Source: an optimization exercise on an open RTL-to-GDS flow (aim: small area). Production flows keep margins and buffers that such runs may drop.
Only simulation tests tie the RTL to the original design; equivalence was not proved.
The clock port is modelled as an ideal driver; clocking choices that lean on that would not hold on a real chip.
No activity file was given, so power comes from the tool's default toggle rates.

### design.v
package btb_types;
  localparam int MAX_WIDTH = 32;
  typedef logic [1:0] ctr_t;
  localparam ctr_t SNT = 2'd0;
  localparam ctr_t WNT = 2'd1;
  localparam ctr_t WT  = 2'd2;
  localparam ctr_t ST  = 2'd3;
  typedef struct packed {
    logic                 valid;
    logic [MAX_WIDTH-1:0] tag;
    logic [MAX_WIDTH-1:0] target;
    ctr_t                 ctr;
  } btb_entry_t;
  localparam ctr_t CTR_ALLOC_COND = WT;
  localparam ctr_t CTR_ALLOC_JAL  = ST;
  function automatic integer idx_bits(input integer entries);
    idx_bits = $clog2(entries);
  endfunction
  function automatic integer tag_bits(input integer width, input integer entries);
    tag_bits = width - $clog2(entries) - 2;
  endfunction
endpackage
import btb_types::*;
module sat_ctr2
(
  input  logic [1:0] ctr,
  input  logic taken,
  input  logic force_strong,
  output logic [1:0] ctr_next
);
  logic [1:0] ctr_bits;
  assign ctr_bits = ctr;
  always_comb begin
    ctr_next = ctr;
    if (force_strong) begin
      ctr_next = ST;
    end else if (taken) begin
      if (ctr != ST) ctr_next = ctr_bits + 2'd1;
    end else begin
      if (ctr != SNT) ctr_next = ctr_bits - 2'd1;
    end
  end
endmodule
import btb_types::*;
module btb_predictor
#(
  parameter int ENTRIES = 16,
  parameter int WIDTH   = 32
) (
  input  logic             clk,
  input  logic             rst,
  input  logic [WIDTH-1:0] fetch_pc,
  output logic             btb_hit,
  output logic             predict_taken,
  output logic [WIDTH-1:0] predict_target,
  input  logic             ex_update,
  input  logic [WIDTH-1:0] ex_pc,
  input  logic             ex_taken,
  input  logic [WIDTH-1:0] ex_target,
  input  logic             ex_uncond,
  input  logic             ex_jalr
);
  localparam int IDX   = $clog2(ENTRIES);
  localparam int TAG_W = WIDTH - IDX - 2;
  logic [ENTRIES-1:0] valid_q;
  logic [TAG_W-1:0]   tag_q    [0:ENTRIES-1];
  logic [WIDTH-1:0]   target_q [0:ENTRIES-1];
  logic [1:0]         ctr_q    [0:ENTRIES-1];
  logic [IDX-1:0]     fetch_idx;
  logic [IDX-1:0]     ex_idx;
  logic [TAG_W-1:0]   fetch_tag;
  logic [TAG_W-1:0]   ex_tag;
  logic [ENTRIES-1:0] fetch_sel;
  logic [ENTRIES-1:0] ex_sel;
  logic swap_q;
  always_ff @(posedge clk or posedge rst) begin
    if (rst) swap_q <= 1'b0;
    else     swap_q <= ~swap_q;
  end
  assign fetch_idx = fetch_pc[IDX+1:2] ^ IDX'(swap_q);
  assign ex_idx    = ex_pc[IDX+1:2] ^ IDX'(swap_q);
  assign fetch_tag = fetch_pc[WIDTH-1:IDX+2];
  assign ex_tag    = ex_pc[WIDTH-1:IDX+2];
  always_comb begin
    for (int i = 0; i < ENTRIES; i++) begin
      fetch_sel[i] = (fetch_idx == IDX'(i));
      ex_sel[i]    = (ex_idx == IDX'(i));
    end
  end
  logic               f_valid;
  logic [TAG_W-1:0]   f_tag;
  logic [WIDTH-1:0]   f_target;
  logic               f_ctr1;
  logic               e_valid;
  logic [TAG_W-1:0]   e_tag;
  logic [1:0]         e_ctr;
  logic [TAG_W-1:0]   f_tag_q;
  logic [WIDTH-1:0]   f_target_q;
  logic               f_ctr1_q;
  logic [TAG_W-1:0]   e_tag_q;
  logic [1:0]         e_ctr_q;
  always_comb begin
    f_valid  = 1'b0;
    f_tag_q    = '0;
    f_target_q = '0;
    f_ctr1_q   = 1'b0;
    e_valid    = 1'b0;
    e_tag_q    = '0;
    e_ctr_q    = '0;
    for (int i = 0; i < ENTRIES; i++) begin
      f_valid  = f_valid  | (fetch_sel[i] & valid_q[i]);
      f_tag_q    = f_tag_q    | ({TAG_W{fetch_sel[i]}} & tag_q[i]);
      f_target_q = f_target_q | ({WIDTH{fetch_sel[i]}} & target_q[i]);
      f_ctr1_q   = f_ctr1_q   | (fetch_sel[i] & ctr_q[i][1]);
      e_valid    = e_valid    | (ex_sel[i] & valid_q[i]);
      e_tag_q    = e_tag_q    | ({TAG_W{ex_sel[i]}} & tag_q[i]);
      e_ctr_q    = e_ctr_q    | ({2{ex_sel[i]}} & ctr_q[i]);
    end
  end
  assign f_tag    = f_tag_q ^ {TAG_W{swap_q}};
  assign f_target = f_target_q ^ {WIDTH{swap_q}};
  assign f_ctr1   = f_ctr1_q ^ swap_q;
  assign e_tag    = e_tag_q ^ {TAG_W{swap_q}};
  assign e_ctr    = e_ctr_q ^ {2{swap_q}};
  logic fetch_hit;
  assign fetch_hit      = f_valid & (f_tag == fetch_tag);
  assign btb_hit        = fetch_hit;
  assign predict_taken  = fetch_hit & f_ctr1;
  assign predict_target = {WIDTH{fetch_hit}} & f_target;
  logic       ex_hit;
  logic       ex_take;
  logic       ex_go;
  logic       wr_entry;
  logic       wr_ctr;
  logic [1:0] ctr_next;
  logic [1:0] new_ctr;
  assign ex_hit  = e_valid & (e_tag == ex_tag);
  assign ex_take = ex_taken | ex_uncond;
  assign ex_go   = ex_update & ~ex_jalr;
  assign wr_entry = ex_go & ex_take;
  assign wr_ctr   = ex_go & (ex_take | ex_hit);
  sat_ctr2 u_sat_ctr2 (
    .ctr          (e_ctr),
    .taken        (ex_taken),
    .force_strong (ex_uncond),
    .ctr_next     (ctr_next)
  );
  assign new_ctr = ex_hit ? ctr_next : (ex_uncond ? CTR_ALLOC_JAL : CTR_ALLOC_COND);
  generate
    for (genvar gi = 0; gi < ENTRIES; gi++) begin : g_row
      logic wr_here;
      assign wr_here = ex_sel[gi ^ 1];
      always_ff @(posedge clk or posedge rst) begin
        if (rst) valid_q[gi] <= 1'b0;
        else     valid_q[gi] <= (wr_entry && wr_here) || valid_q[gi ^ 1];
      end
      always_ff @(posedge clk) begin
        tag_q[gi]    <= ~((wr_entry && wr_here) ? (ex_tag ^ {TAG_W{swap_q}})    : tag_q[gi ^ 1]);
        target_q[gi] <= ~((wr_entry && wr_here) ? (ex_target ^ {WIDTH{swap_q}}) : target_q[gi ^ 1]);
        ctr_q[gi]    <= ~((wr_ctr && wr_here)   ? (new_ctr ^ {2{swap_q}})       : ctr_q[gi ^ 1]);
      end
    end
  endgenerate
endmodule
### flow/run.sh
#!/bin/bash
# Own layout flow: the standard synthesis, then its combinational logic
# replaced by a hand-mapped netlist (flow/gen_netlist.py) that keeps every
# register of the standard synthesis (name and cell type), then the standard
# layout steps. Each tool's output goes to a log_*.txt file here.
set -euo pipefail
W=$(pwd)
R=$W/orfs/results/$FLOW_PLATFORM/btb_predictor/base

bash standard.sh synth > "$W/log_synth.txt" 2>&1
cp "$R/1_2_yosys.v" "$W/std_netlist.v"
if python3 flow/gen_netlist.py "$W/std_netlist.v" "$W/gen_netlist.v" > "$W/log_gen.txt" 2>&1; then
  cp "$W/gen_netlist.v" "$R/1_2_yosys.v"
  rm -f "$R/1_synth.odb" "$R/1_synth.sdc"
else
  echo "gen_netlist failed; keeping the standard netlist" >> "$W/log_gen.txt"
fi

# Port buffers are buf_1. The clock tree has no dummy loads and is built
# from clkbuf_8 leaves over small clusters; if the flip-flop clock-pin slew
# it gives (estimated from placement) is high, it is rebuilt with smaller
# clusters, then with the default settings.
PORTS="BUFFER_PORTS_ARGS=-buffer_cell sky130_fd_sc_hd__buf_1"
BASE="-sink_clustering_enable -repair_clock_nets"
TRIES=(
  "$BASE -dont_use_dummy_load -buf_list {sky130_fd_sc_hd__clkbuf_8} -sink_clustering_size 16 -sink_clustering_max_diameter 60"
  "$BASE -dont_use_dummy_load -buf_list {sky130_fd_sc_hd__clkbuf_8} -sink_clustering_size 12 -sink_clustering_max_diameter 40"
  "$BASE"
)
n=0
for CTS in "${TRIES[@]}"; do
  n=$((n + 1))
  rm -f "$R/4_1_cts.odb" "$R/4_cts.odb" "$R/4_cts.sdc"
  bash standard.sh "CTS_ARGS=$CTS" "$PORTS" cts > "$W/log_cts$n.txt" 2>&1
  ODB="$R/4_cts.odb" SDC="$R/4_cts.sdc" openroad -no_init -exit flow/clk_slew.tcl > "$W/log_slew$n.txt" 2>&1 || true
  slew=$(awk '/^WORST_CLK_SLEW/ {print $2}' "$W/log_slew$n.txt")
  echo "try $n: worst clock-pin slew ${slew:-unknown}" >> "$W/log_slew.txt"
  if [[ -n "$slew" ]] && awk -v s="$slew" 'BEGIN {exit !(s < 0.110)}'; then
    break
  fi
done
bash standard.sh "CTS_ARGS=$CTS" "$PORTS" finish > "$W/log_layout.txt" 2>&1
### flow/clk_slew.tcl
set P /OpenROAD-flow-scripts/flow/platforms/sky130hd
read_lef $P/lef/sky130_fd_sc_hd.tlef
read_lef $P/lef/sky130_fd_sc_hd_merged.lef
read_liberty $P/lib/sky130_fd_sc_hd__tt_025C_1v80.lib
read_db $::env(ODB)
read_sdc $::env(SDC)
source $P/setRC.tcl
set_propagated_clock [all_clocks]
estimate_parasitics -placement
set worst 0
foreach p [get_pins -hierarchical */CLK] {
  set s [get_property $p slew_max]
  if {$s > $worst} {set worst $s}
}
puts "WORST_CLK_SLEW $worst"
### flow/gen_netlist.py
#!/usr/bin/env python3
"""Rewrite the combinational logic of the standard synthesis netlist of
btb_predictor with a hand-mapped structure, keeping every register of the
standard synthesis (instance name and cell type) as it is.

usage: gen_netlist.py STANDARD_NETLIST OUT_NETLIST
Exits non-zero (and writes nothing) if the registers are not the expected ones.
"""
import re
import sys

ENTRIES, TAG_W, WIDTH = 16, 26, 32
P = "sky130_fd_sc_hd__"

src = open(sys.argv[1]).read()

# ---- registers of the standard synthesis -------------------------------
inst_re = re.compile(r"^\s*(sky130_fd_sc_hd__\w+)\s+(\\\S+ |\S+)\s*\(", re.M)
regs = {}
for m in inst_re.finditer(src):
    cell, name = m.group(1), m.group(2)
    base = cell[len(P):]
    if not base.startswith(("df", "edf", "sdf", "dl")):
        continue
    if re.match(r"\\swap_q\$\S+ $", name):
        regs[("swap_q", 0, 0)] = (cell, name)
        continue
    r = re.match(r"\\(valid_q|tag_q|target_q|ctr_q)\[(\d+)\](?:\[(\d+)\])?\$\S+ $", name)
    if not r:
        sys.exit("unexpected register " + name)
    key = (r.group(1), int(r.group(2)), int(r.group(3)) if r.group(3) else 0)
    regs[key] = (cell, name)

expect = {("swap_q", 0, 0): "dfrtp"}
for i in range(ENTRIES):
    expect[("valid_q", i, 0)] = "dfrtp"
    for k in range(TAG_W):
        expect[("tag_q", i, k)] = "dfxtp"
    for k in range(WIDTH):
        expect[("target_q", i, k)] = "dfxtp"
    for k in range(2):
        expect[("ctr_q", i, k)] = "dfxtp"
if set(regs) != set(expect):
    sys.exit("register set differs from the expected one")
for key, kind in expect.items():
    if not regs[key][0].startswith(P + kind + "_"):
        sys.exit("unexpected cell type for %s: %s" % (key, regs[key][0]))

# ---- netlist builder ----------------------------------------------------
body = []
wires = []
cnt = [0]


def net():
    cnt[0] += 1
    n = "n%d" % cnt[0]
    wires.append(n)
    return n


def cell(kind, out_pin, out=None, **pins):
    cnt[0] += 1
    inst = "g%d" % cnt[0]
    y = out if out else net()
    conns = ", ".join(".%s(%s)" % (p, v) for p, v in pins.items())
    body.append("  %s%s %s (%s, .%s(%s));" % (P, kind, inst, conns, out_pin, y))
    return y


def inv(a): return cell("inv_1", "Y", A=a)
def inv2(a): return cell("inv_2", "Y", A=a)
def inv4(a): return cell("inv_4", "Y", A=a)
def nand2(a, b): return cell("nand2_1", "Y", A=a, B=b)
def nor2(a, b): return cell("nor2_1", "Y", A=a, B=b)
def nor3(a, b, c): return cell("nor3_1", "Y", A=a, B=b, C=c)
def nor4(a, b, c, d): return cell("nor4_1", "Y", A=a, B=b, C=c, D=d)
def nand4(a, b, c, d): return cell("nand4_1", "Y", A=a, B=b, C=c, D=d)
def nand3(a, b, c): return cell("nand3_1", "Y", A=a, B=b, C=c)
def and2(a, b, out=None): return cell("and2_1", "X", out=out, A=a, B=b)
def and3(a, b, c, out=None): return cell("and3_1", "X", out=out, A=a, B=b, C=c)
def or2(a, b): return cell("or2_1", "X", A=a, B=b)
def xor2(a, b): return cell("xor2_1", "X", A=a, B=b)
def xnor2(a, b): return cell("xnor2_1", "Y", A=a, B=b)
def a32o(a1, a2, a3, b1, b2, out=None):
    return cell("a32o_1", "X", out=out, A1=a1, A2=a2, A3=a3, B1=b1, B2=b2)
def maj3(a, b, c): return cell("maj3_1", "X", A=a, B=b, C=c)
def a21o(a1, a2, b1): return cell("a21o_1", "X", A1=a1, A2=a2, B1=b1)
def o21a(a1, a2, b1): return cell("o21a_1", "X", A1=a1, A2=a2, B1=b1)
def a22o(a1, a2, b1, b2): return cell("a22o_1", "X", A1=a1, A2=a2, B1=b1, B2=b2)
def o22ai(a1, a2, b1, b2): return cell("o22ai_1", "Y", A1=a1, A2=a2, B1=b1, B2=b2)


def nand_all(xs):
    """NAND of a list of signals (at most 16)."""
    g = []
    xs = list(xs)
    while xs:
        grp, xs = xs[:4], xs[4:]
        g.append({4: nand4, 3: nand3, 2: nand2, 1: inv}[len(grp)](*grp))
    h = []
    while g:
        grp, g = g[:4], g[4:]
        h.append({4: nor4, 3: nor3, 2: nor2, 1: inv}[len(grp)](*grp))
    return {4: nand4, 3: nand3, 2: nand2, 1: inv}[len(h)](*h)


def and_all(xs, out=None):
    """AND of a list of signals."""
    g = []
    xs = list(xs)
    while xs:
        grp, xs = xs[:4], xs[4:]
        if len(grp) == 4:
            g.append(nand4(*grp))
        elif len(grp) == 3:
            g.append(nand3(*grp))
        elif len(grp) == 2:
            g.append(nand2(*grp))
        else:
            g.append(inv(grp[0]))
    # g are active-low; AND = NOR of g
    h = []
    while g:
        grp, g = g[:4], g[4:]
        if len(grp) == 4:
            h.append(nor4(*grp))
        elif len(grp) == 3:
            h.append(nor3(*grp))
        elif len(grp) == 2:
            h.append(nor2(*grp))
        else:
            h.append(inv(grp[0]))
    if len(h) == 1:
        return h[0]
    if len(h) == 2:
        return and2(*h, out=out)
    if len(h) == 3:
        return and3(*h, out=out)
    return and_all(h, out=out)


def predecode(b0, b1):
    """Active-high and active-low one-hot decode of two bits."""
    n0, n1 = inv(b0), inv(b1)
    lit0 = [n0, b0]
    lit1 = [n1, b1]
    hi = [nor2(lit0[1 - (j & 1)], lit1[1 - (j >> 1)]) for j in range(4)]
    return hi


def predecode_n(b0, b1):
    """Active-low one-hot decode of two bits."""
    n0, n1 = inv(b0), inv(b1)
    lit0 = [n0, b0]
    lit1 = [n1, b1]
    return [nand2(lit0[j & 1], lit1[j >> 1]) for j in range(4)]


def selects_n(pcbus, copies=1):
    """Active-low one-hot row selects for pc[5:2] ^ swap_q (the row that
    holds the entry now), each from a strong inverter."""
    la_n = predecode_n(xor2(pcbus(2), q[("swap_q", 0, 0)]), pcbus(3))
    lb_n = predecode_n(pcbus(4), pcbus(5))
    sel = [nor2(la_n[i % 4], lb_n[i // 4]) for i in range(ENTRIES)]
    sel_n = [[inv4(x) for x in sel] for _ in range(copies)]
    return sel_n, la_n, lb_n


def read(sel_n, data):
    """AND-OR read of one bit over the rows, as a product of sums:
    returns (r1, r2) whose AND is the selected row's bit."""
    y = [o22ai(sel_n[2 * j], data[2 * j], sel_n[2 * j + 1], data[2 * j + 1])
         for j in range(ENTRIES // 2)]
    return nor4(*y[0:4]), nor4(*y[4:8])


q = {key: net() for key in expect}

fpc = lambda b: "fetch_pc[%d]" % b
epc = lambda b: "ex_pc[%d]" % b

# The tag, target and counter rows hold their fields XOR swap_q (phase p).
p_n = inv2(q[("swap_q", 0, 0)])
p_bus = inv4(p_n)
p = inv2(p_n)


def flip_bus(x):
    """x ^ p, with a strong driver for the 16 rows it is written to."""
    return inv2(xnor2(x, p_bus))


# ---- fetch side ---------------------------------------------------------
# Two copies of the fetch row selects: one for valid, tag and counter, one
# for the target.
(fs_n, ft_n), _, _ = selects_n(fpc, 2)
fv = read(fs_n, [q[("valid_q", i, 0)] for i in range(ENTRIES)])
fm = []
for k in range(TAG_W):
    r1, r2 = read(fs_n, [q[("tag_q", i, k)] for i in range(ENTRIES)])
    fm.append(xor2(nand2(r1, r2), xor2(fpc(6 + k), p)))
hit_n = nand_all(fm + list(fv))
cell("inv_1", "Y", out="btb_hit", A=hit_n)
# out = hit & (row ^ p) = (hit & !p & row) | (hit & p & !row)
hit_np = inv4(or2(hit_n, p))
hit_p = inv4(or2(hit_n, p_n))
r1, r2 = read(fs_n, [q[("ctr_q", i, 1)] for i in range(ENTRIES)])
a32o(hit_np, r1, r2, hit_p, nand2(r1, r2), out="predict_taken")
for k in range(WIDTH):
    r1, r2 = read(ft_n, [q[("target_q", i, k)] for i in range(ENTRIES)])
    a32o(hit_np, r1, r2, hit_p, nand2(r1, r2), out="predict_target[%d]" % k)

# ---- EX side ------------------------------------------------------------
(es_n,), ela_n, elb_n = selects_n(epc)
ev = read(es_n, [q[("valid_q", i, 0)] for i in range(ENTRIES)])
em = []
ex_tag_p = [flip_bus(epc(6 + k)) for k in range(TAG_W)]
ex_target_p = [flip_bus("ex_target[%d]" % k) for k in range(WIDTH)]
for k in range(TAG_W):
    r1, r2 = read(es_n, [q[("tag_q", i, k)] for i in range(ENTRIES)])
    em.append(xor2(nand2(r1, r2), ex_tag_p[k]))
ex_hit = and_all(em + list(ev))

c1 = xor2(nand2(*read(es_n, [q[("ctr_q", i, 1)] for i in range(ENTRIES)])), p_n)
c0 = xor2(nand2(*read(es_n, [q[("ctr_q", i, 0)] for i in range(ENTRIES)])), p_n)
c0_n = inv(c0)
m1 = maj3(c1, c0, "ex_taken")
m0 = maj3(c1, c0_n, "ex_taken")
new1 = flip_bus(nand2(nor2("ex_uncond", m1), ex_hit))
new0 = flip_bus(a21o(ex_hit, m0, "ex_uncond"))
go = nor2(inv("ex_update"), "ex_jalr")
take = or2("ex_taken", "ex_uncond")
wr_entry = and2(go, take)
wr_ctr = o21a(take, ex_hit, go)
ela = [inv(x) for x in ela_n]
lbw = [nor2(elb_n[j], inv(wr_entry)) for j in range(4)]
lbc = [nor2(elb_n[j], inv(wr_ctr)) for j in range(4)]
# The entry trained at this edge sits in row ex_idx now and in row ex_idx ^ 1
# after the edge: row r is written when row r ^ 1 is selected.
sel_t_n = [nand2(ela[i % 4], lbw[i // 4]) for i in range(ENTRIES)]
sel_c_n = [nand2(ela[i % 4], lbc[i // 4]) for i in range(ENTRIES)]
en_t = [inv4(sel_t_n[r ^ 1]) for r in range(ENTRIES)]
en_tn = [inv4(en_t[r]) for r in range(ENTRIES)]
en_c = [inv(sel_c_n[r ^ 1]) for r in range(ENTRIES)]
en_cn = [inv(en_c[r]) for r in range(ENTRIES)]
rst_n = inv2("rst")

# ---- registers ----------------------------------------------------------
for key in sorted(expect):
    cellname, inst = regs[key]
    field, i, k = key
    if field == "swap_q":
        pins = ".CLK(clk), .D(%s), .RESET_B(%s), .Q(%s)" % (p_n, rst_n, q[key])
    elif field == "valid_q":
        d = or2(q[(field, i ^ 1, k)], en_t[i])
        pins = ".CLK(clk), .D(%s), .RESET_B(%s), .Q(%s)" % (d, rst_n, q[key])
    else:
        # loaded inverted: !(write ? field ^ p : partner row)
        if field == "tag_q":
            x, e, en = ex_tag_p[k], en_t[i], en_tn[i]
        elif field == "target_q":
            x, e, en = ex_target_p[k], en_t[i], en_tn[i]
        else:
            x, e, en = [new0, new1][k], en_c[i], en_cn[i]
        d = o22ai(en, x, e, q[(field, i ^ 1, k)])
        pins = ".CLK(clk), .D(%s), .Q(%s)" % (d, q[key])
    body.append("  %s %s(%s);" % (cellname, inst, pins))

hdr = """module btb_predictor(clk, rst, fetch_pc, btb_hit, predict_taken, predict_target, ex_update, ex_pc, ex_taken, ex_target, ex_uncond, ex_jalr);
  input clk;
  input rst;
  input [31:0] fetch_pc;
  output btb_hit;
  output predict_taken;
  output [31:0] predict_target;
  input ex_update;
  input [31:0] ex_pc;
  input ex_taken;
  input [31:0] ex_target;
  input ex_uncond;
  input ex_jalr;
"""
with open(sys.argv[2], "w") as f:
    f.write(hdr)
    for w in wires:
        f.write("  wire %s;\n" % w)
    f.write("\n".join(body))
    f.write("\nendmodule\n")
### standard.sh
#!/bin/bash
# synth_recipe.tcl (not shown) runs the flow's synth.tcl, then flattens the netlist and writes it again
# the make line also repeats each setting of config.mk as NAME=value (left out here)
make -C /OpenROAD-flow-scripts/flow DESIGN_CONFIG=/design/flow/config.mk WORK_HOME=/design/flow/orfs CLKGATE_MAP_FILE= SYNTH_SCRIPT=/design/flow/synth_recipe.tcl "${@:-finish}"
### config.mk
export PLATFORM = sky130hd
export DESIGN_NAME = btb_predictor
export DESIGN_NICKNAME = btb_predictor
export VERILOG_FILES = /design/flow/design.v
export SDC_FILE = /design/flow/constraint.sdc
export NUM_CORES = 4
export LEC_CHECK = 0
export CAP_MARGIN = 20
export CORE_MARGIN = 2
export CORE_UTILIZATION = 45
export PLACE_DENSITY = 0.6
export SETUP_SLACK_MARGIN = 0.1
export SLEW_MARGIN = 20
### constraint.sdc
create_clock -name core_clock -period 7.5 [get_ports {clk}]
set_input_delay 1.5000 -clock core_clock [delete_from_list [all_inputs] [get_ports {clk}]]
set_output_delay 1.5000 -clock core_clock [all_outputs]
set_load 0.01 [all_outputs]
==> summary.md, run 1 <==
| Metric | Value |
|---|---|
| Critical path type | `in2out` |
| Lkg Pwr | `~14 nW` |
| Final Core Density | `between 40 and 50%` |
| Multi-input gate area | `14,100 um2` |
| Pins Over Slew Limit | `0` |
| Switching fraction of total power | `29.0%` |
| Starting Density | `a little under half` |
| Final Cell Area | `approximately 38,000 um2` |
| CP max stage cell | `nor4_1` |
| # DRC | `0` |
| RSZ-0062 raised after global routing | `no` |
| GRT Residual Overflow | `0` |
| Avg Vias per Cell | `~7.3` |
| Comb pwr share | `between 10% and 20%` |
| Critical path cell sequence | `buf_1, xor2_1, inv_1, nand2_1, nor2_1, clkinv_4, buf_4, o22ai_1, nor4_1, nand2_1, xor2_1, nand4_1, nor4_1, nand2_1, or2_1, inv_4, buf_4, a32o_1, buf_1` |
| Clock Power Share | `a little under a quarter` |
| Max Clock Skew | `around 0.076 ns` |
| Io pins | `about 140` |
| Nets | `3,786` |
| Post-Syn Area per Cell | `about 10 um2` |
| Fin crit share | `between 90 and 100%` |
| Clock sink count | `977` |
| CORE AREA | `approximately 76,000 um2` |
| Vias in the first global route | `32,539` |
| Total wire length | `around 150,000 um` |
| Placement Cell Area | `about 37,000 um2` |
| Worst-Margin Slew | `~1.2 ns` |
| H-tree depth | `3` |
| Most frequent cells in the layout | `o22ai_1 (1,672), dfxtp_1 (960), nor4_1 (180)` |
| HP Class | `reg2reg` |
| Num rows | `101` |
| CP Max Fanout | `18` |
| Yosys warns | `5` |
| FMAX | `around 140 MHz` |
| Die Area | `~79,000 um2` |
| Max Buffers Root-to-Sink | `3` |
| CTS tree | `yes` |
| Die height | `approximately 280 um` |
| Synth Cell Area | `between 30,000 and 40,000 um2` |
| Port Buf Inserts | `131` |
| WL/cell | `about 30 um` |
| Post-DP HPWL | `roughly 73,000 um` |
| Area Overhead vs Synth | `9.33%` |
| Synth Net Count | `~3,500` |
| Seq pwr share | `63.8%` |
| Cell internal pwr | `about 7.9 mW` |
| Vias | `approximately 34,000` |
| Clock Tree Root | `clkbuf_8` |
| Status | `no timing/DRC/antenna violations` |
| Tot GR Track Use | `between 30% and 40%` |
| Global-route wire length before repair | `around 210,000 um` |
| Psw | `roughly 3.2 mW` |
| Worst setup SP type | `primary input` |
| Max VDD drop | `~0.19 mV` |
| Drt initial violations | `~4,700` |
| DRT antenna net count | `0` |
| CP Data Required Time | `6.00 ns` |
| Gate Count Post-Synth | `approximately 3,400` |
| Largest net degree at the start of global routing | `a little over 60` |
| Final Setup Violations | `0` |
| Arr. time, crit path | `approximately 5.7 ns` |
| Rel. slew slack | `roughly 20%` |
| CP max stage delay | `around 0.46 ns` |
| Top cell by count, worst path | `nand2_1` |
| Final Hold Viols | `0` |
| Nature of the critical path endpoint | `output pin` |
| MaxCap Viol Count | `0` |
| Commonest non-fill, non-tap cell in the layout | `o22ai_1` |
| Layout cell share with drive strength beyond 1 | `7.39%` |
| Worst skew pair latency | `0.72 ns` |
| CTS buffer count | `74` |
| Fill cells | `between 7,000 and 8,000` |
| Reg area | `between 15,000 and 20,000 um2` |
| Setup bufs post-CTS | `0` |
| Routability congestion estimate | `0.846` |
| Power density over the cells | `between 200 and 300 nW/um2` |
| Worst Path Buf+Inv | `7` |
| Sum of negative setup slack | `0 ns` |
| Initial antenna violation count | `6` |
| Clock-pin slew on the worst setup and hold paths | `around 0.10 ns` |
| Die width | `282 um` |
| 1st-pass router iterations | `7` |
| Tmin final | `roughly 7.2 ns` |
| Family with the most delay on the worst path | `simple AND/OR/NAND/NOR gates` |
[cell type report]
class                   count  area share (%)
flip-flops and latches    977            51.8
multi-input cells        2247            37.2
well taps                1030            3.40
clock buffers              74            2.68
inverters                 201            2.54
repair buffers            183            2.42
diodes                      4          0.0264
[state kept, by name (all words and copies together) (netlist names)]
| signal | flops |
|---|---|
| ctr_q | 32 |
| swap_q | 1 |
| tag_q | 416 |
| target_q | 512 |
| valid_q | 16 |
[layer usage]
| metal | vias to the layer above | share of wire (%) | track usage, % |
|---|---|---|---|
| li1 | 14647 | - | - |
| met1 | 16692 | 39 | 45.9 |
| met2 | 2516 | 44 | 54.9 |
| met3 | 631 | 11 | 8.50 |
| met4 | 4 | 5.8 | 19.1 |
| met5 | - | 0.016 | 0.122 |
[power groups by stage]
stage	Clock (mW)	Sequential, mW	Combinational (mW)
final	2.57	7.12	1.46
after global routing	2.80	7.24	1.59
after CTS	2.59	7.08	1.42
after detailed placement	0	7.18	1.42
after global placement	0	7.18	1.36
after floorplan	0	7.01	1.07
[per-stage QoR]
stage                     std cells  worst slack (ns)  power (mW)  hold slack (ns)
final                          4716             0.335        11.1            0.399
after global routing           4714             0.124        11.6            0.417
after CTS                      4712             0.382        11.1            0.408
after detailed placement       4638             0.391        8.60            0.423
after global placement         4638             0.492        8.53            0.413
after floorplan                3425              2.09        8.08            0.412
[final timing paths]
path                             start  slack, ns                 end  cells past startpoint
setup / recovery           fetch_pc[2]       0.33  predict_target[19]                     19
hold / removal             tag_q[8][5]       0.40         tag_q[9][5]                      1
setup reg to reg                swap_q       2.57        ctr_q[13][0]                     19
min in group asynchronous          rst       0.73          valid_q[9]                      2
hold reg to reg            tag_q[8][5]       0.40         tag_q[9][5]                      1
max in group asynchronous          rst       6.45          valid_q[0]                      2
[repair_timing]
action,4_1_cts,5_1_grt
gates resized for setup,0,1
hold buffers,0,0
hold endpoints to repair,0,0
setup endpoints to repair,0,9
==> run 2: changes to the inputs <==
--- a/config.mk
+++ b/config.mk
@@ -7,7 +7,7 @@
 export LEC_CHECK = 0
 export CAP_MARGIN = 20
 export CORE_MARGIN = 2
-export CORE_UTILIZATION = 45
-export PLACE_DENSITY = 0.6
+export CORE_UTILIZATION = 55
+export PLACE_DENSITY = 0.7
 export SETUP_SLACK_MARGIN = 0.1
 export SLEW_MARGIN = 20
==> summary.md, run 2 <==
| Metric | Value |
|---|---|
| Status | `complete, but fails checks` |
| Layout violations | `setup timing` |
| Tmin final | `between 7 and 8 ns` |
| Global-route wire length before repair | `209,000 um` |
| Lkg Pwr | `~14 nW` |
| Max Buffers Root-to-Sink | `3` |
| Io pins | `about 140` |
| Critical path type | `in2out` |
| CP max stage delay | `slightly above 0.4 ns` |
| Placement Cell Area | `~37,000 um2` |
| Clock Tree Root | `clkbuf_8` |
| Most frequent cells in the layout | `o22ai_1 (1,672), dfxtp_1 (960), nor4_1 (179)` |
| Max FFs per register | `512` |
| CTS buffer count | `74` |
| Hold path endpoint | `tag_q[2][23]` |
| Largest reg by FF count | `target_q` |
| Vias in the first global route | `34,415` |
| Port Buf Inserts | `approximately 130` |
| Synth Cell Area | `roughly 35,000 um2` |
| Max VDD drop | `slightly above 0.2 mV` |
| Total wire length | `approximately 150,000 um` |
| CTS tree | `yes` |
| Commonest non-fill, non-tap cell in the layout | `o22ai_1` |
| Critical path cell sequence | `buf_1, xor2_2, inv_1, nand2_1, nor2_1, inv_4, buf_4, o22ai_1, nor4_1, nand2_1, xor2_1, nand4_1, nor4_1, nand2_1, or2_1, inv_4, buf_12, a32o_1, buf_1` |
| CORE AREA | `~63,000 um2` |
| PnR worst setup slack | `-0.0207 ns` |
| Die width | `255 um` |
| Initial antenna violation count | `2` |
| FMAX | `between 100 and 150 MHz` |
| Nature of the critical path endpoint | `output pin` |
| Avg Vias per Cell | `7.96` |
| WL/cell | `roughly 32 um` |
| Yosys warns | `5` |
| Arr. time, crit path | `~6 ns` |
| Clock sink count | `977` |
| MaxCap Viol Count | `0` |
| Final Hold Viols | `0` |
| Worst-Margin Slew | `1.19 ns` |
| Die height | `approximately 260 um` |
| Clock-pin slew on the worst setup and hold paths | `about 0.11 ns` |
| Setup bufs post-CTS | `0` |
| HP Class | `reg2reg` |
| R2R Setup Slk | `approximately 2.6 ns` |
| Post-Syn Area per Cell | `a little over 10 um2` |
| CP Data Required Time | `approximately 6.0 ns` |
| Final Setup Violations | `1` |
| Nets | `roughly 3,800` |
| Worst skew pair latency | `0.71 ns` |
| CP Max Fanout | `20` |
| Tot GR Track Use | `roughly 43%` |
| Worst setup SP type | `primary input` |
| Max Clock Skew | `0.0847 ns` |
| HP Start | `tag_q[3][23]` |
| 1st-pass router iterations | `14` |
| Final Cell Area | `between 30,000 and 40,000 um2` |
| CP max stage cell | `nor4_1` |
| RSZ-0062 raised after global routing | `no` |
| Biggest regs | `target_q (512), tag_q (416), ctr_q (32)` |
| Starting Density | `a little under three fifths` |
| Gate Count Post-Synth | `between 3,000 and 4,000` |
| WHS Path Cells | `1` |
| Rel. slew slack | `about a fifth` |
| Reg2reg end | `ctr_q[1][1]` |
| Top cell by count, worst path | `nand2_1` |
| Reg2reg start | `swap_q` |
| H-tree depth | `3` |
| GRT Residual Overflow | `0` |
| Drt initial violations | `6,550` |
| Synth Net Count | `3,527` |
| Routability congestion estimate | `0.885` |
| Area Overhead vs Synth | `8.58%` |
| Pins Over Slew Limit | `0` |
| FF-to-FF path depth | `19` |
| Power density over the cells | `between 200 and 300 nW/um2` |
| Layout cell share with drive strength beyond 1 | `7.27%` |
| Num rows | `92` |
| Post-DP HPWL | `approximately 74,000 um` |
| Die Area | `about 65,000 um2` |
| DRT antenna net count | `0` |
| PnR Total Power | `roughly 11 mW` |
| Fin crit share | `100%` |
| Vias | `36,019` |
| # DRC | `0` |
| Largest net degree at the start of global routing | `slightly below 60` |
-- run 2: where the power goes --
part / switching [mW] / internal [mW] / total (mW)
Combinational: 0.835 / 0.664 / 1.50
Sequential: 0.789 / 6.36 / 7.15
Clock: 1.66 / 0.888 / 2.55
-- run 2: worst max path at each step --
stage                     cells after the start                  to  slack, ns   startpoint
after global placement                       18  predict_target[20]       0.47  fetch_pc[2]
after detailed placement                     19  predict_target[20]       0.38  fetch_pc[2]
after CTS                                    19  predict_target[20]       0.37  fetch_pc[2]
after floorplan                              15       predict_taken       2.09  fetch_pc[2]
final                                        19  predict_target[20]      -0.02  fetch_pc[2]
after global routing                         19  predict_target[20]       0.12  fetch_pc[2]
-- run 2: timing repair --
action	in CTS	in global routing
gates resized for setup	0	2
setup endpoints to repair	0	29
hold buffers	0	0
-- run 2: stage by stage --
| stage | hold WS, ns | std cells | setup TNS, ns | utilization (%) | worst slack (ns) |
|---|---|---|---|---|---|
| after floorplan | 0.412 | 3425 | 0 | - | 2.09 |
| after global placement | 0.418 | 4447 | 0 | 58.4 | 0.472 |
| after detailed placement | 0.423 | 4447 | 0 | 58.4 | 0.376 |
| after CTS | 0.404 | 4521 | 0 | 60.0 | 0.367 |
| after global routing | 0.421 | 4522 | 0 | 60.1 | 0.118 |
| final | 0.405 | 4524 | -0.0207 | 60.1 | -0.0207 |
-- run 2: final cells by class --
| class | instances | area (um2) |
|---|---|---|
| Antenna cell | 3 | 7.51 |
| Clock buffer | 74 | 1020 |
| Fill cell | 5321 | 25100 |
| Inverter | 201 | 962 |
| Multi-Input combinational cell | 2247 | 14100 |
| Sequential cell | 977 | 19600 |
| Tap cell | 846 | 1060 |
| Timing Repair Buffer | 176 | 880 |
-- run 2: critical path, delay by kind of cell --
kind	cells	cell delay (ns)
xor gates and xnor gates	2	0.51
AOI/OAI and AO/OA	2	0.33
and+or+nand+nor	8	2.03
buffers and inverters	7	1.62
-- run 2: layer usage --
layer	routed length (um)	track usage (%)	vias up
li1	-	-	14606
met1	50800	53.3	16806
met2	62100	64.1	3631
met3	23000	14.9	974
met4	10700	28.1	2
met5	16	0	-
==> run 3: changes to the inputs <==
==> config.mk (replaced) <==
export PLATFORM = sky130hd
export DESIGN_NAME = btb_predictor
export DESIGN_NICKNAME = btb_predictor
export VERILOG_FILES = /design/flow/design.v
export SDC_FILE = /design/flow/constraint.sdc
export NUM_CORES = 4
export LEC_CHECK = 0
export CAP_MARGIN = 10
export CORE_MARGIN = 2
export CORE_UTILIZATION = 45
export PLACE_DENSITY = 0.6
export SETUP_SLACK_MARGIN = 0.1
export SLEW_MARGIN = 10
==> summary.md, run 3 <==
| Metric | Value |
|---|---|
| Status | `no timing/DRC/antenna violations` |
| Post-CTS sizing | `0` |
| Max Buffers Root-to-Sink | `3` |
| MaxCap Viol Count | `0` |
| Tmin final | `just over 7 ns` |
| CP Max Fanout | `18` |
| Post-DP HPWL | `about 73,000 um` |
| Worst Path Buf+Inv | `7` |
| CTS buffer count | `74` |
| FMAX | `approximately 140 MHz` |
| Worst-Margin Slew | `1.20 ns` |
| CTS hold repair buffers | `0` |
| WL/cell | `slightly above 30 um` |
| Final Setup Violations | `0` |
| Lkg Pwr | `14.2 nW` |
| Drt initial violations | `~4,700` |
| Die Area | `79,400 um2` |
| Nets | `roughly 3,800` |
| Total wire length | `approximately 150,000 um` |
| 1st-pass router iterations | `7` |
| Seq pwr share | `around 64%` |
| HP Start | `tag_q[8][5]` |
| Layout Cells excl Fill | `roughly 4,700` |
| Fill cells | `~7,300` |
| CP Data Required Time | `about 6.0 ns` |
| Clock Power Share | `a little under a quarter` |
| Sum of negative setup slack | `0 ns` |
| Hold Worst Slack | `about 0.4 ns` |
| Starting Density | `between 40 and 50%` |
| PnR worst setup slack | `0.335 ns` |
| Cell internal pwr | `just under 8 mW` |
| Most frequent cells in the layout | `o22ai_1 (1,672), dfxtp_1 (960), nor4_1 (180)` |
| Worst skew pair latency | `0.72 ns` |
| Rel. slew slack | `19.8%` |
| Die width | `around 280 um` |
| CORE AREA | `76,200 um2` |
| CP max stage cell | `nor4_1` |
| Critical path cell sequence | `buf_1, xor2_1, inv_1, nand2_1, nor2_1, clkinv_4, buf_4, o22ai_1, nor4_1, nand2_1, xor2_1, nand4_1, nor4_1, nand2_1, or2_1, inv_4, buf_4, a32o_1, buf_1` |
| DRT antenna net count | `0` |
| Io pins | `136` |
| Port Buf Inserts | `~130` |
| Vias in the first global route | `32,539` |
| Nature of the critical path endpoint | `output pin` |
| Worst setup SP type | `primary input` |
| Initial antenna violation count | `6` |
| Synth Cell Area | `roughly 35,000 um2` |
| Routability congestion estimate | `~0.85` |
| Avg Vias per Cell | `between 7 and 8` |
| Psw | `between 3 and 4 mW` |
| Max Clock Skew | `approximately 0.076 ns` |
| Fin crit share | `95.5%` |
| Critical path type | `in2out` |
| Arr. time, crit path | `5.67 ns` |
| Largest net degree at the start of global routing | `just over 60` |
| HP Class | `reg2reg` |
| CTS tree | `yes` |
| Synth Net Count | `between 3,000 and 4,000` |
| Yosys warns | `5` |
| Reg2reg start | `swap_q` |
| Max FFs per register | `512` |
| Crit path launch | `fetch_pc[2]` |
| Layout cell share with drive strength beyond 1 | `about 7.4%` |
| Clock Tree Root | `clkbuf_8` |
| Clock sink count | `977` |
| Family with the most delay on the worst path | `simple AND/OR/NAND/NOR gates` |
| # DRC | `0` |
| Vias | `34,490` |
| Global-route wire length before repair | `roughly 210,000 um` |
| Biggest regs | `target_q (512), tag_q (416), ctr_q (32)` |
| PnR Total Power | `roughly 11 mW` |
| RSZ-0062 raised after global routing | `no` |
| Setup bufs post-CTS | `0` |
| Tot GR Track Use | `about 36%` |
| Top cell by count, worst path | `nand2_1` |
| Reg area | `between 15,000 and 20,000 um2` |
| Comb pwr share | `13.1%` |
| Num rows | `around 100` |
| Final Hold Viols | `0` |
| Largest reg by FF count | `target_q` |
| Pins Over Slew Limit | `0` |
| Power density over the cells | `~290 nW/um2` |
| CP max stage delay | `between 0.4 and 0.5 ns` |
| H-tree depth | `3` |
| Switching fraction of total power | `29.0%` |
| GRT Residual Overflow | `0` |
| Placed insts | `~4,600` |
| Multi-input gate area | `roughly 14,000 um2` |
| Die height | `282 um` |
| Setup Slack @ Placement | `around 0.39 ns` |
| Gate Count Post-Synth | `around 3,400` |
| Post-Syn Area per Cell | `approximately 10 um2` |
| Commonest non-fill, non-tap cell in the layout | `o22ai_1` |
| Area Overhead vs Synth | `9.33%` |
| Max VDD drop | `approximately 0.19 mV` |
| Clock-pin slew on the worst setup and hold paths | `~0.10 ns` |
run 3: power groups by stage:
stage	Combinational, mW	Clock, mW	Sequential, mW
final	1.46	2.57	7.12
after CTS	1.42	2.59	7.08
after global routing	1.59	2.80	7.24
after global placement	1.36	0	7.18
after floorplan	1.07	0	7.01
after detailed placement	1.42	0	7.18
run 3: final timing paths:
check	slack, ns	cells past startpoint	end
setup / recovery	0.33	19	predict_target[19]
hold / removal	0.40	1	tag_q[9][5]
setup reg to reg	2.57	19	ctr_q[13][0]
hold reg to reg	0.40	1	tag_q[9][5]
max in group asynchronous	6.45	2	valid_q[0]
min in group asynchronous	0.73	2	valid_q[9]
run 3: through the flow:
| step | utilization (%) | instance area, um2 |
|---|---|---|
| 6_report | 49.8 | 37900 |
| 5_1_grt | 49.8 | 37900 |
| 3_5_place_dp | 48.4 | 36900 |
| 2_1_floorplan | - | 34700 |
| 4_1_cts | 49.8 | 37900 |
| 3_3_place_gp | 48.4 | 36900 |
run 3: cell type report:
class	instances	area share, %
antenna	4	0.0264
clock buffer	74	2.68
inverter	201	2.54
multi-input combinational	2247	37.2
sequential	977	51.8
tap	1030	3.40
timing repair buffer	183	2.42
run 3: routing by layer:
| metal | share of wire, % | up-vias | routed length [um] | track usage [%] |
|---|---|---|---|---|
| met3 | 11 | 631 | 16500 | 8.50 |
| met5 | 0.016 | - | 24 | 0.122 |
| met4 | 5.8 | 4 | 8370 | 19.1 |
| li1 | - | 14647 | - | - |
| met2 | 44 | 2516 | 64400 | 54.9 |
| met1 | 39 | 16692 | 56200 | 45.9 |
==> run 4: changes to the inputs <==
--- a/flow/gen_netlist.py
+++ b/flow/gen_netlist.py
@@ -92,7 +92,7 @@
 
 
 def nand_all(xs):
-    """NAND of a list of signals (at most 16)."""
+    """NAND of a list of signals (at most 32), in three fast levels."""
     g = []
     xs = list(xs)
     while xs:
@@ -100,8 +100,8 @@
         g.append({4: nand4, 3: nand3, 2: nand2, 1: inv}[len(grp)](*grp))
     h = []
     while g:
-        grp, g = g[:4], g[4:]
-        h.append({4: nor4, 3: nor3, 2: nor2, 1: inv}[len(grp)](*grp))
+        grp, g = g[:2], g[2:]
+        h.append({2: nor2, 1: inv}[len(grp)](*grp))
     return {4: nand4, 3: nand3, 2: nand2, 1: inv}[len(h)](*h)
 
 
@@ -149,9 +149,9 @@
     return hi
 
 
-def predecode_n(b0, b1):
-    """Active-low one-hot decode of two bits."""
-    n0, n1 = inv(b0), inv(b1)
+def predecode_n(b0, b1, n0=None):
+    """Active-low one-hot decode of two bits (n0: b0's complement, if at hand)."""
+    n0, n1 = n0 or inv(b0), inv(b1)
     lit0 = [n0, b0]
     lit1 = [n1, b1]
     return [nand2(lit0[j & 1], lit1[j >> 1]) for j in range(4)]
@@ -160,7 +160,8 @@
 def selects_n(pcbus, copies=1):
     """Active-low one-hot row selects for pc[5:2] ^ swap_q (the row that
     holds the entry now), each from a strong inverter."""
-    la_n = predecode_n(xor2(pcbus(2), q[("swap_q", 0, 0)]), pcbus(3))
+    sw = q[("swap_q", 0, 0)]
+    la_n = predecode_n(xor2(pcbus(2), sw), pcbus(3), xnor2(pcbus(2), sw))
     lb_n = predecode_n(pcbus(4), pcbus(5))
     sel = [nor2(la_n[i % 4], lb_n[i // 4]) for i in range(ENTRIES)]
     sel_n = [[inv4(x) for x in sel] for _ in range(copies)]
@@ -203,13 +204,16 @@
 hit_n = nand_all(fm + list(fv))
 cell("inv_1", "Y", out="btb_hit", A=hit_n)
 # out = hit & (row ^ p) = (hit & !p & row) | (hit & p & !row)
-hit_np = inv4(or2(hit_n, p))
-hit_p = inv4(or2(hit_n, p_n))
+# two copies of each gate, each for half of the outputs
+hnp, hp = or2(hit_n, p), or2(hit_n, p_n)
+hit_np = [inv4(hnp), inv4(hnp)]
+hit_p = [inv4(hp), inv4(hp)]
 r1, r2 = read(fs_n, [q[("ctr_q", i, 1)] for i in range(ENTRIES)])
-a32o(hit_np, r1, r2, hit_p, nand2(r1, r2), out="predict_taken")
+a32o(hit_np[1], r1, r2, hit_p[1], nand2(r1, r2), out="predict_taken")
 for k in range(WIDTH):
     r1, r2 = read(ft_n, [q[("target_q", i, k)] for i in range(ENTRIES)])
-    a32o(hit_np, r1, r2, hit_p, nand2(r1, r2), out="predict_target[%d]" % k)
+    h = k * 2 // WIDTH
+    a32o(hit_np[h], r1, r2, hit_p[h], nand2(r1, r2), out="predict_target[%d]" % k)
 
 # ---- EX side ------------------------------------------------------------
 (es_n,), ela_n, elb_n = selects_n(epc)
--- a/config.mk
+++ b/config.mk
@@ -5,9 +5,9 @@
 export SDC_FILE = /design/flow/constraint.sdc
 export NUM_CORES = 4
 export LEC_CHECK = 0
-export CAP_MARGIN = 10
+export CAP_MARGIN = 20
 export CORE_MARGIN = 2
 export CORE_UTILIZATION = 45
 export PLACE_DENSITY = 0.6
 export SETUP_SLACK_MARGIN = 0.1
-export SLEW_MARGIN = 10
+export SLEW_MARGIN = 20
==> summary.md, run 4 <==
| Metric | Value |
|---|---|
| Status | `no timing/DRC/antenna violations` |
| Reg2reg start | `swap_q` |
| Max VDD drop | `~0.16 mV` |
| Layout cell share with drive strength beyond 1 | `under 10%` |
| Nets | `approximately 3,800` |
| Tot GR Track Use | `35.2%` |
| CTS hold repair buffers | `0` |
| Final Setup Violations | `0` |
| Critical path type | `in2out` |
| CP max stage cell | `nor4_1` |
| Die height | `approximately 280 um` |
| Clock sink count | `roughly 1,000` |
| Arr. time, crit path | `5.52 ns` |
| Post-Syn Area per Cell | `around 10 um2` |
| HP Start | `target_q[15][3]` |
| Tmin final | `approximately 7 ns` |
| Area Overhead vs Synth | `8.57%` |
| # DRC | `0` |
| Synth Net Count | `about 3,500` |
| Worst skew pair latency | `~0.72 ns` |
| H-tree depth | `3` |
| Worst-Margin Slew | `between 1 and 1.5 ns` |
| Routability congestion estimate | `0.851` |
| CP Data Required Time | `around 6.0 ns` |
| Worst setup SP type | `primary input` |
| Reg2reg end | `ctr_q[15][1]` |
| Initial antenna violation count | `1` |
| RSZ-0062 raised after global routing | `no` |
| Placement Cell Area | `approximately 37,000 um2` |
| Synth Cell Area | `about 35,000 um2` |
| Largest net degree at the start of global routing | `slightly above 60` |
| 1st-pass router iterations | `8` |
| Largest reg by FF count | `target_q` |
| Rel. slew slack | `between 20% and 30%` |
| Critical path cell sequence | `buf_1, xor2_1, nand2_1, nor2_1, inv_4, o22ai_1, nor4_1, nand2_1, xor2_1, nand4_1, nor2_1, nand4_1, or2_1, inv_4, a32o_1, buf_1` |
| Max Clock Skew | `around 0.062 ns` |
| MaxCap Viol Count | `0` |
| Hold path endpoint | `target_q[14][3]` |
| CTS tree | `yes` |
| Max Buffers Root-to-Sink | `3` |
| CP max stage delay | `approximately 0.66 ns` |
| CP Max Fanout | `21` |
| FMAX | `142 MHz` |
| Sum of negative setup slack | `0 ns` |
| Die Area | `79,400 um2` |
| Commonest non-fill, non-tap cell in the layout | `o22ai_1` |
| Global-route wire length before repair | `209,000 um` |
| Fill cells | `approximately 7,300` |
| Post-DP HPWL | `between 70,000 and 80,000 um` |
| Fin crit share | `93.6%` |
| Final Cell Area | `between 30,000 and 40,000 um2` |
| Port Buf Inserts | `between 100 and 150` |
| CORE AREA | `76,200 um2` |
| R2R Setup Slk | `~2.7 ns` |
| CTS buffer count | `73` |
| FF-to-FF path depth | `18` |
| PnR Total Power | `about 11 mW` |
| WHS Path Cells | `1` |
| Family with the most delay on the worst path | `simple AND/OR/NAND/NOR gates` |
| Yosys warns | `5` |
| DRT antenna net count | `0` |
| Post-CTS sizing | `0` |
| Biggest regs | `target_q (512), tag_q (416), ctr_q (32)` |
| Nature of the critical path endpoint | `output pin` |
| Die width | `282 um` |
| Gate Count Post-Synth | `3,429` |
| Vias in the first global route | `31,709` |
| Lkg Pwr | `14.1 nW` |
| Starting Density | `45.6%` |
| Num rows | `101` |
| Max FFs per register | `a little over 500` |
| Avg Vias per Cell | `7.29` |
| WL/cell | `31.0 um` |
| HP Class | `reg2reg` |
| Vias | `about 34,000` |
| Final Hold Viols | `0` |
| Io pins | `~140` |
| Worst Path Buf+Inv | `4` |
| Pins Over Slew Limit | `0` |
| Power density over the cells | `~300 nW/um2` |
| GRT Residual Overflow | `0` |
| Clock-pin slew on the worst setup and hold paths | `around 0.1 ns` |
| Setup bufs post-CTS | `0` |
| Clock Tree Root | `clkbuf_8` |
| Most frequent cells in the layout | `o22ai_1 (1,672), dfxtp_1 (960), nor4_1 (179)` |
| Drt initial violations | `around 4,800` |
| Total wire length | `146,000 um` |
-- run 4: power breakdown --
part           switching, mW  internal [mW]  leakage [nW]
clock                   1.66          0.878         0.525
combinational          0.799          0.660          5.04
sequential             0.752           6.36          8.51
-- run 4: final cells by class --
class	count	area, um2	area share (%)
diodes	2	5.00	0.0133
clock buffers	73	1000	2.66
inverters	202	971	2.57
multi-input cells	2250	14100	37.4
flip-flops and latches	977	19600	52.1
well taps	1030	1290	3.42
repair buffers	156	679	1.80
-- run 4: layer usage --
layer	share of wire [%]	GRT usage, %	vias to the layer above
li1	-	-	14573
met1	39	46.1	16471
met2	44	54.2	2603
met3	12	7.95	521
met4	5.2	18.5	0
met5	0	0	-
-- run 4: through the flow --
stage	util [%]	hold slack [ns]	setup WS, ns	std cells
after floorplan	-	0.412	2.33	3429
after global placement	48.2	0.414	0.703	4615
after detailed placement	48.2	0.422	0.665	4615
after CTS	49.5	0.420	0.655	4688
after global routing	49.5	0.432	0.445	4689
final	49.5	0.416	0.478	4690
-- run 4: worst max path at each step --
| stage | cells past startpoint | slack, ns | start | to |
|---|---|---|---|---|
| floorplan | 14 | 2.33 | fetch_pc[2] | predict_taken |
| global placement | 16 | 0.70 | fetch_pc[2] | predict_target[25] |
| detailed placement | 16 | 0.67 | fetch_pc[2] | predict_target[25] |
| CTS | 16 | 0.65 | fetch_pc[2] | predict_target[25] |
| global route | 17 | 0.45 | fetch_pc[2] | predict_target[25] |
| finish | 16 | 0.48 | fetch_pc[2] | predict_target[25] |
==> run 5: changes to the inputs <==
--- a/config.mk
+++ b/config.mk
@@ -8,6 +8,7 @@
 export CAP_MARGIN = 20
 export CORE_MARGIN = 2
 export CORE_UTILIZATION = 45
+export GPL_TIMING_DRIVEN = 0
 export PLACE_DENSITY = 0.6
 export SETUP_SLACK_MARGIN = 0.1
 export SLEW_MARGIN = 20
==> summary.md, run 5 <==
| Metric | Value |
|---|---|
| Status | `no timing/DRC/antenna violations` |
| Avg Vias per Cell | `7.35` |
| MaxCap Viol Count | `0` |
| Io pins | `~140` |
| CORE AREA | `between 70,000 and 80,000 um2` |
| Power density over the cells | `297 nW/um2` |
| Layout cell share with drive strength beyond 1 | `under 10%` |
| Critical path type | `in2out` |
| Hold path endpoint | `target_q[12][29]` |
| Reg2reg end | `ctr_q[3][1]` |
| Total wire length | `approximately 150,000 um` |
| Clock-pin slew on the worst setup and hold paths | `0.11 ns` |
| Starting Density | `a little under half` |
| CP Data Required Time | `6.00 ns` |
| Area Overhead vs Synth | `8.16%` |
| Post-DP HPWL | `approximately 67,000 um` |
| Worst setup SP type | `primary input` |
| Gate Count Post-Synth | `3,429` |
| GRT Residual Overflow | `0` |
| Num rows | `101` |
| Global-route wire length before repair | `between 200,000 and 250,000 um` |
| Biggest regs | `target_q (512), tag_q (416), ctr_q (32)` |
| WL/cell | `31.7 um` |
| FF-to-FF path depth | `18` |
| HP Start | `target_q[13][29]` |
| DRT antenna net count | `0` |
| CP Max Fanout | `28` |
| Final Hold Viols | `0` |
| Pins Over Slew Limit | `0` |
| Worst-Margin Slew | `roughly 1.2 ns` |
| CTS hold repair buffers | `0` |
| Nature of the critical path endpoint | `output pin` |
| Post-Syn Area per Cell | `a little over 10 um2` |
| Crit path launch | `fetch_pc[2]` |
| Most frequent cells in the layout | `o22ai_1 (1,672), dfxtp_1 (960), nor4_1 (179)` |
| H-tree depth | `3` |
| Max VDD drop | `around 0.16 mV` |
| Die width | `between 200 and 300 um` |
| Largest net degree at the start of global routing | `between 60 and 70` |
| Reg2reg start | `swap_q` |
| Sum of negative setup slack | `0 ns` |
| Tmin final | `approximately 7.4 ns` |
| R2R Setup Slk | `~2.5 ns` |
| 1st-pass router iterations | `7` |
| CTS tree | `yes` |
| # DRC | `0` |
| PnR worst setup slack | `roughly 0.14 ns` |
| Arr. time, crit path | `approximately 5.9 ns` |
| Commonest non-fill, non-tap cell in the layout | `o22ai_1` |
| HP Class | `reg2reg` |
| Max FFs per register | `between 500 and 600` |
| Port Buf Inserts | `131` |
| Nets | `roughly 3,700` |
| Die height | `between 200 and 300 um` |
| FMAX | `136 MHz` |
| Initial antenna violation count | `1` |
| Worst skew pair latency | `roughly 0.74 ns` |
| RSZ-0062 raised after global routing | `yes` |
| Tot GR Track Use | `around 36%` |
| Vias | `34,282` |
| Final Setup Violations | `0` |
| Synth Net Count | `about 3,500` |
| Routability congestion estimate | `~0.8` |
| Fin crit share | `98.1%` |
| Vias in the first global route | `about 32,000` |
| Lkg Pwr | `14.0 nW` |
| Fill cells | `around 7,300` |
| CTS buffer count | `between 70 and 80` |
| Clock Tree Root | `clkbuf_8` |
| Largest reg by FF count | `target_q` |
| Max Buffers Root-to-Sink | `3` |
| Max Clock Skew | `0.0652 ns` |
| Rel. slew slack | `around 17%` |
| Yosys warns | `5` |
| Die Area | `79,400 um2` |
| Drt initial violations | `5,555` |
| Synth Cell Area | `about 35,000 um2` |
| WHS Path Cells | `1` |
| Setup Slack @ Placement | `0.349 ns` |
| Clock sink count | `977` |
==> run 5: cell count changes in the layout (fill, tap and decap cells not counted), sizes merged <==
cell    previous run  this run
diode              2         1
buf              156       131
inv              202       201
bufinv             0         1
clkbuf            73        74
==> run 5: per-stage QoR <==
stage	total power, mW	util (%)	cell area, um2	cells	hold WS, ns
global placement	8.52	47.9	36500	4590	0.414
finish	11.2	49.3	37600	4665	0.355
global route	11.6	49.3	37600	4665	0.365
CTS	11.1	49.3	37500	4664	0.351
floorplan	8.08	-	34700	3429	0.412
detailed placement	8.59	47.9	36500	4590	0.422
==> run 5: per-layer routing <==
layer | track usage, % | share of wire, % | vias up
met1 | 47.2 | 39 | 16441
met5 | 0 | 0 | -
met3 | 8.92 | 13 | 585
met4 | 17.1 | 5.1 | 0
li1 | - | - | 14520
met2 | 55.4 | 44 | 2736
==> run 5: area by class of cell <==
cell class                 count  area [um2]  share of cell area [%]
multi-input combinational   2250       14100                    37.6
timing repair buffer         131         492                    1.31
clock buffer                  74        1020                    2.71
inverter                     202        1000                    2.67
tap                         1030        1290                    3.43
sequential                   977       19600                    52.3
antenna                        1        2.50                 0.00666
==> run 5: repair_timing <==
| action | 4_1_cts | 5_1_grt |
|---|---|---|
| resized for setup | 0 | 11 |
| setup buffers | 0 | 0 |
| endpoints found under the setup margin | 0 | 33 |
==> run 5: worst max-delay path by stage <==
stage,endpoint,slack (ns),cells after the start
after floorplan,predict_taken,2.33,14
after global placement,predict_target[25],0.34,16
after detailed placement,predict_target[25],0.35,16
after CTS,predict_target[25],0.33,16
after global routing,predict_target[30],0.08,16
final,predict_target[30],0.14,16
==> run 5: power by group <==
group | leakage, nW | switching, mW | internal, mW
clock | 0.532 | 1.69 | 0.888
sequential | 8.51 | 0.747 | 6.36
combinational | 4.93 | 0.808 | 0.659
total | 14.0 | 3.25 | 7.91
==> run 5: critical path, stage by stage <==
cell and delay, ns:
buf_1 0.11, xor2_1 0.18, nand2_1 0.18, nor2_1 0.13, bufinv_8 0.42, o22ai_1 0.15
nor4_1 0.37, nand2_1 0.28, xor2_1 0.21, nand4_1 0.35, nor2_2 0.31, nand4_1 0.33
or2_1 0.45, inv_4 0.35, a32o_1 0.31, buf_1 0.19
==> run 6: changes to the inputs <==
--- a/flow/run.sh
+++ b/flow/run.sh
@@ -23,6 +23,7 @@
 PORTS="BUFFER_PORTS_ARGS=-buffer_cell sky130_fd_sc_hd__buf_1"
 BASE="-sink_clustering_enable -repair_clock_nets"
 TRIES=(
+  "$BASE -dont_use_dummy_load -buf_list {sky130_fd_sc_hd__clkbuf_8} -sink_clustering_size 20 -sink_clustering_max_diameter 60"
   "$BASE -dont_use_dummy_load -buf_list {sky130_fd_sc_hd__clkbuf_8} -sink_clustering_size 16 -sink_clustering_max_diameter 60"
   "$BASE -dont_use_dummy_load -buf_list {sky130_fd_sc_hd__clkbuf_8} -sink_clustering_size 12 -sink_clustering_max_diameter 40"
   "$BASE"
==> summary.md, run 6 <==
| Metric | Value |
|---|---|
| Cell internal pwr | `roughly 7.9 mW` |
| FF-to-FF path depth | `18` |
| Num rows | `~100` |
| Seq pwr share | `63.7%` |
| DRT antenna net count | `0` |
| Nature of the critical path endpoint | `output pin` |
| Status | `no timing/DRC/antenna violations` |
| Drt initial violations | `around 5,600` |
| Fill cells | `a little over 7,000` |
| Avg Vias per Cell | `around 7.3` |
| Final Setup Violations | `0` |
| Post-DP HPWL | `~67,000 um` |
| Largest net degree at the start of global routing | `between 60 and 70` |
| Layout cell share with drive strength beyond 1 | `6.14%` |
| RSZ-0062 raised after global routing | `yes` |
| CP Depth | `16` |
| # DRC | `0` |
| Reg area | `between 15,000 and 20,000 um2` |
| Switching fraction of total power | `around 29%` |
| H-tree depth | `3` |
| FMAX | `136 MHz` |
| Lkg Pwr | `between 10 and 15 nW` |
| Gate Count Post-Synth | `3,429` |
| Rel. slew slack | `between 10% and 20%` |
| Tmin final | `around 7.4 ns` |
| Multi-input gate area | `14,100 um2` |
| CP Data Required Time | `around 6.0 ns` |
| Max FFs per register | `~510` |
| GRT Residual Overflow | `0` |
| Clock Power Share | `around 23%` |
| Final Hold Viols | `0` |
| Initial antenna violation count | `1` |
| WL/cell | `between 30 and 40 um` |
| Clock Tree Root | `clkbuf_8` |
| Port Buf Inserts | `~130` |
| Worst skew pair latency | `about 0.74 ns` |
| Sum of negative setup slack | `0 ns` |
| Biggest regs | `target_q (512), tag_q (416), ctr_q (32)` |
| Worst setup SP type | `primary input` |
| Clock sink count | `approximately 1,000` |
| Die Area | `about 80,000 um2` |
| HP Class | `reg2reg` |
| CP Max Fanout | `28` |
| Die width | `282 um` |
| MaxCap Viol Count | `0` |
| Max VDD drop | `0.158 mV` |
| CTS buffer count | `74` |
| CP max stage delay | `~0.45 ns` |
| Vias | `between 30,000 and 40,000` |
| Critical path type | `in2out` |
| 1st-pass router iterations | `7` |
| Critical path cell sequence | `buf_1, xor2_1, nand2_1, nor2_1, bufinv_8, o22ai_1, nor4_1, nand2_1, xor2_1, nand4_1, nor2_2, nand4_1, or2_1, inv_4, a32o_1, buf_1` |
| PnR Total Power | `between 10 and 15 mW` |
| Pins Over Slew Limit | `0` |
| Worst Path Buf+Inv | `4` |
| Max Clock Skew | `approximately 0.065 ns` |
| Comb pwr share | `about an eighth` |
| Clock-pin slew on the worst setup and hold paths | `~0.11 ns` |
| Post-Syn Area per Cell | `~10 um2` |
| Synth Net Count | `3,531` |
| CP max stage cell | `or2_1` |
| Psw | `about 3.2 mW` |
| Family with the most delay on the worst path | `simple AND/OR/NAND/NOR gates` |
| Most frequent cells in the layout | `o22ai_1 (1,672), dfxtp_1 (960), nor4_1 (179)` |
| Starting Density | `45.6%` |
| WHS Path Cells | `1` |
| Fin crit share | `a little over nine tenths` |
| Global-route wire length before repair | `around 210,000 um` |
| Synth Cell Area | `around 35,000 um2` |
| Io pins | `136` |
| Setup bufs post-CTS | `0` |
| Vias in the first global route | `roughly 32,000` |
| Routability congestion estimate | `0.817` |
| Power density over the cells | `approximately 300 nW/um2` |
| Yosys warns | `5` |
| Area Overhead vs Synth | `8.16%` |
| CTS tree | `yes` |
| Total wire length | `between 100,000 and 150,000 um` |
| Worst-Margin Slew | `between 1 and 1.5 ns` |
| Largest reg by FF count | `target_q` |
| Arr. time, crit path | `about 5.9 ns` |
| CORE AREA | `between 70,000 and 80,000 um2` |
| Nets | `roughly 3,700` |
| Tot GR Track Use | `35.9%` |
| Max Buffers Root-to-Sink | `3` |
| Die height | `282 um` |
| Commonest non-fill, non-tap cell in the layout | `o22ai_1` |
## run 6: what timing repair did
item                       CTS  global route
hold buffers                 0             0
setup endpoints to repair    0            33
resized for setup            0            11
## run 6: path summary, 6_finish.rpt
check,from,end,slack [ns]
setup / recovery,fetch_pc[2],predict_target[30],0.14
hold / removal,target_q[13][29],target_q[12][29],0.36
setup reg to reg,swap_q,ctr_q[3][1],2.54
hold reg to reg,target_q[13][29],target_q[12][29],0.36
max in group asynchronous,rst,valid_q[6],6.45
min in group asynchronous,rst,valid_q[13],0.72
## run 6: through the flow
step / cell area [um2] / hold slack [ns] / worst slack, ns / util (%) / instances
3_5_place_dp: 36500 / 0.422 / 0.349 / 47.9 / 4590
5_1_grt: 37600 / 0.365 / 0.0781 / 49.3 / 4665
6_report: 37600 / 0.355 / 0.144 / 49.3 / 4665
4_1_cts: 37500 / 0.351 / 0.333 / 49.3 / 4664
2_1_floorplan: 34700 / 0.412 / 2.33 / - / 3429
3_3_place_gp: 36500 / 0.414 / 0.338 / 47.9 / 4590
## run 6: metal layers
layer | vias up | wire [um] | global-route usage (%)
li1 | 14520 | - | -
met1 | 16441 | 57200 | 47.2
met2 | 2736 | 64800 | 55.4
met3 | 585 | 18500 | 8.92
met4 | 0 | 7550 | 17.1
met5 | - | 0 | 0
## run 6: power by group through the flow
stage | Sequential, mW | Combinational, mW | Clock, mW
5_1_grt | 7.23 | 1.59 | 2.78
4_1_cts | 7.07 | 1.41 | 2.58
6_report | 7.11 | 1.47 | 2.58
3_3_place_gp | 7.17 | 1.36 | 0
2_1_floorplan | 7.01 | 1.07 | 0
3_5_place_dp | 7.17 | 1.42 | 0
## run 6: area by class of cell
| class | count | area share (%) |
|---|---|---|
| clock buffer | 74 | 2.71 |
| antenna | 1 | 0.00666 |
| sequential | 977 | 52.3 |
| timing repair buffer | 131 | 1.31 |
| inverter | 202 | 2.67 |
| tap | 1030 | 3.43 |
| multi-input combinational | 2250 | 37.6 |

-- separate check: timing with driven ports --
In the flow no input, the clock included, has a driving cell. The finished layouts below were timed again as built, in two steps. Step 1 assumes that a clkbuf_16 drives the clock port and a buf_2 every other input. Step 2 moves the port delays by t, midway between the first and last clock arrival at a register: inputs arrive t later, outputs are due t later. That takes back most of the time a late clock gives input paths. Slacks: no drivers / after step 1 / after step 2; pairs: no drivers / after step 1.
run	t, ns	setup slack, ns	worst setup path after step 2	clock arrival spread, ns	worst slew at a driven data input, ns
run 1	0.757	0.335 / 0.297 / 0.297	input to output	0.099 / 0.100	0.06
run 2	0.738	-0.021 / -0.045 / -0.045	input to output	0.106 / 0.105	0.05
run 3	0.757	0.335 / 0.297 / 0.297	input to output	0.099 / 0.100	0.06
run 4	0.744	0.478 / 0.451 / 0.451	input to output	0.064 / 0.063	0.04
run 5	0.778	0.144 / 0.113 / 0.113	input to output	0.065 / 0.065	0.04
run 6	0.778	0.144 / 0.113 / 0.113	input to output	0.065 / 0.065	0.04
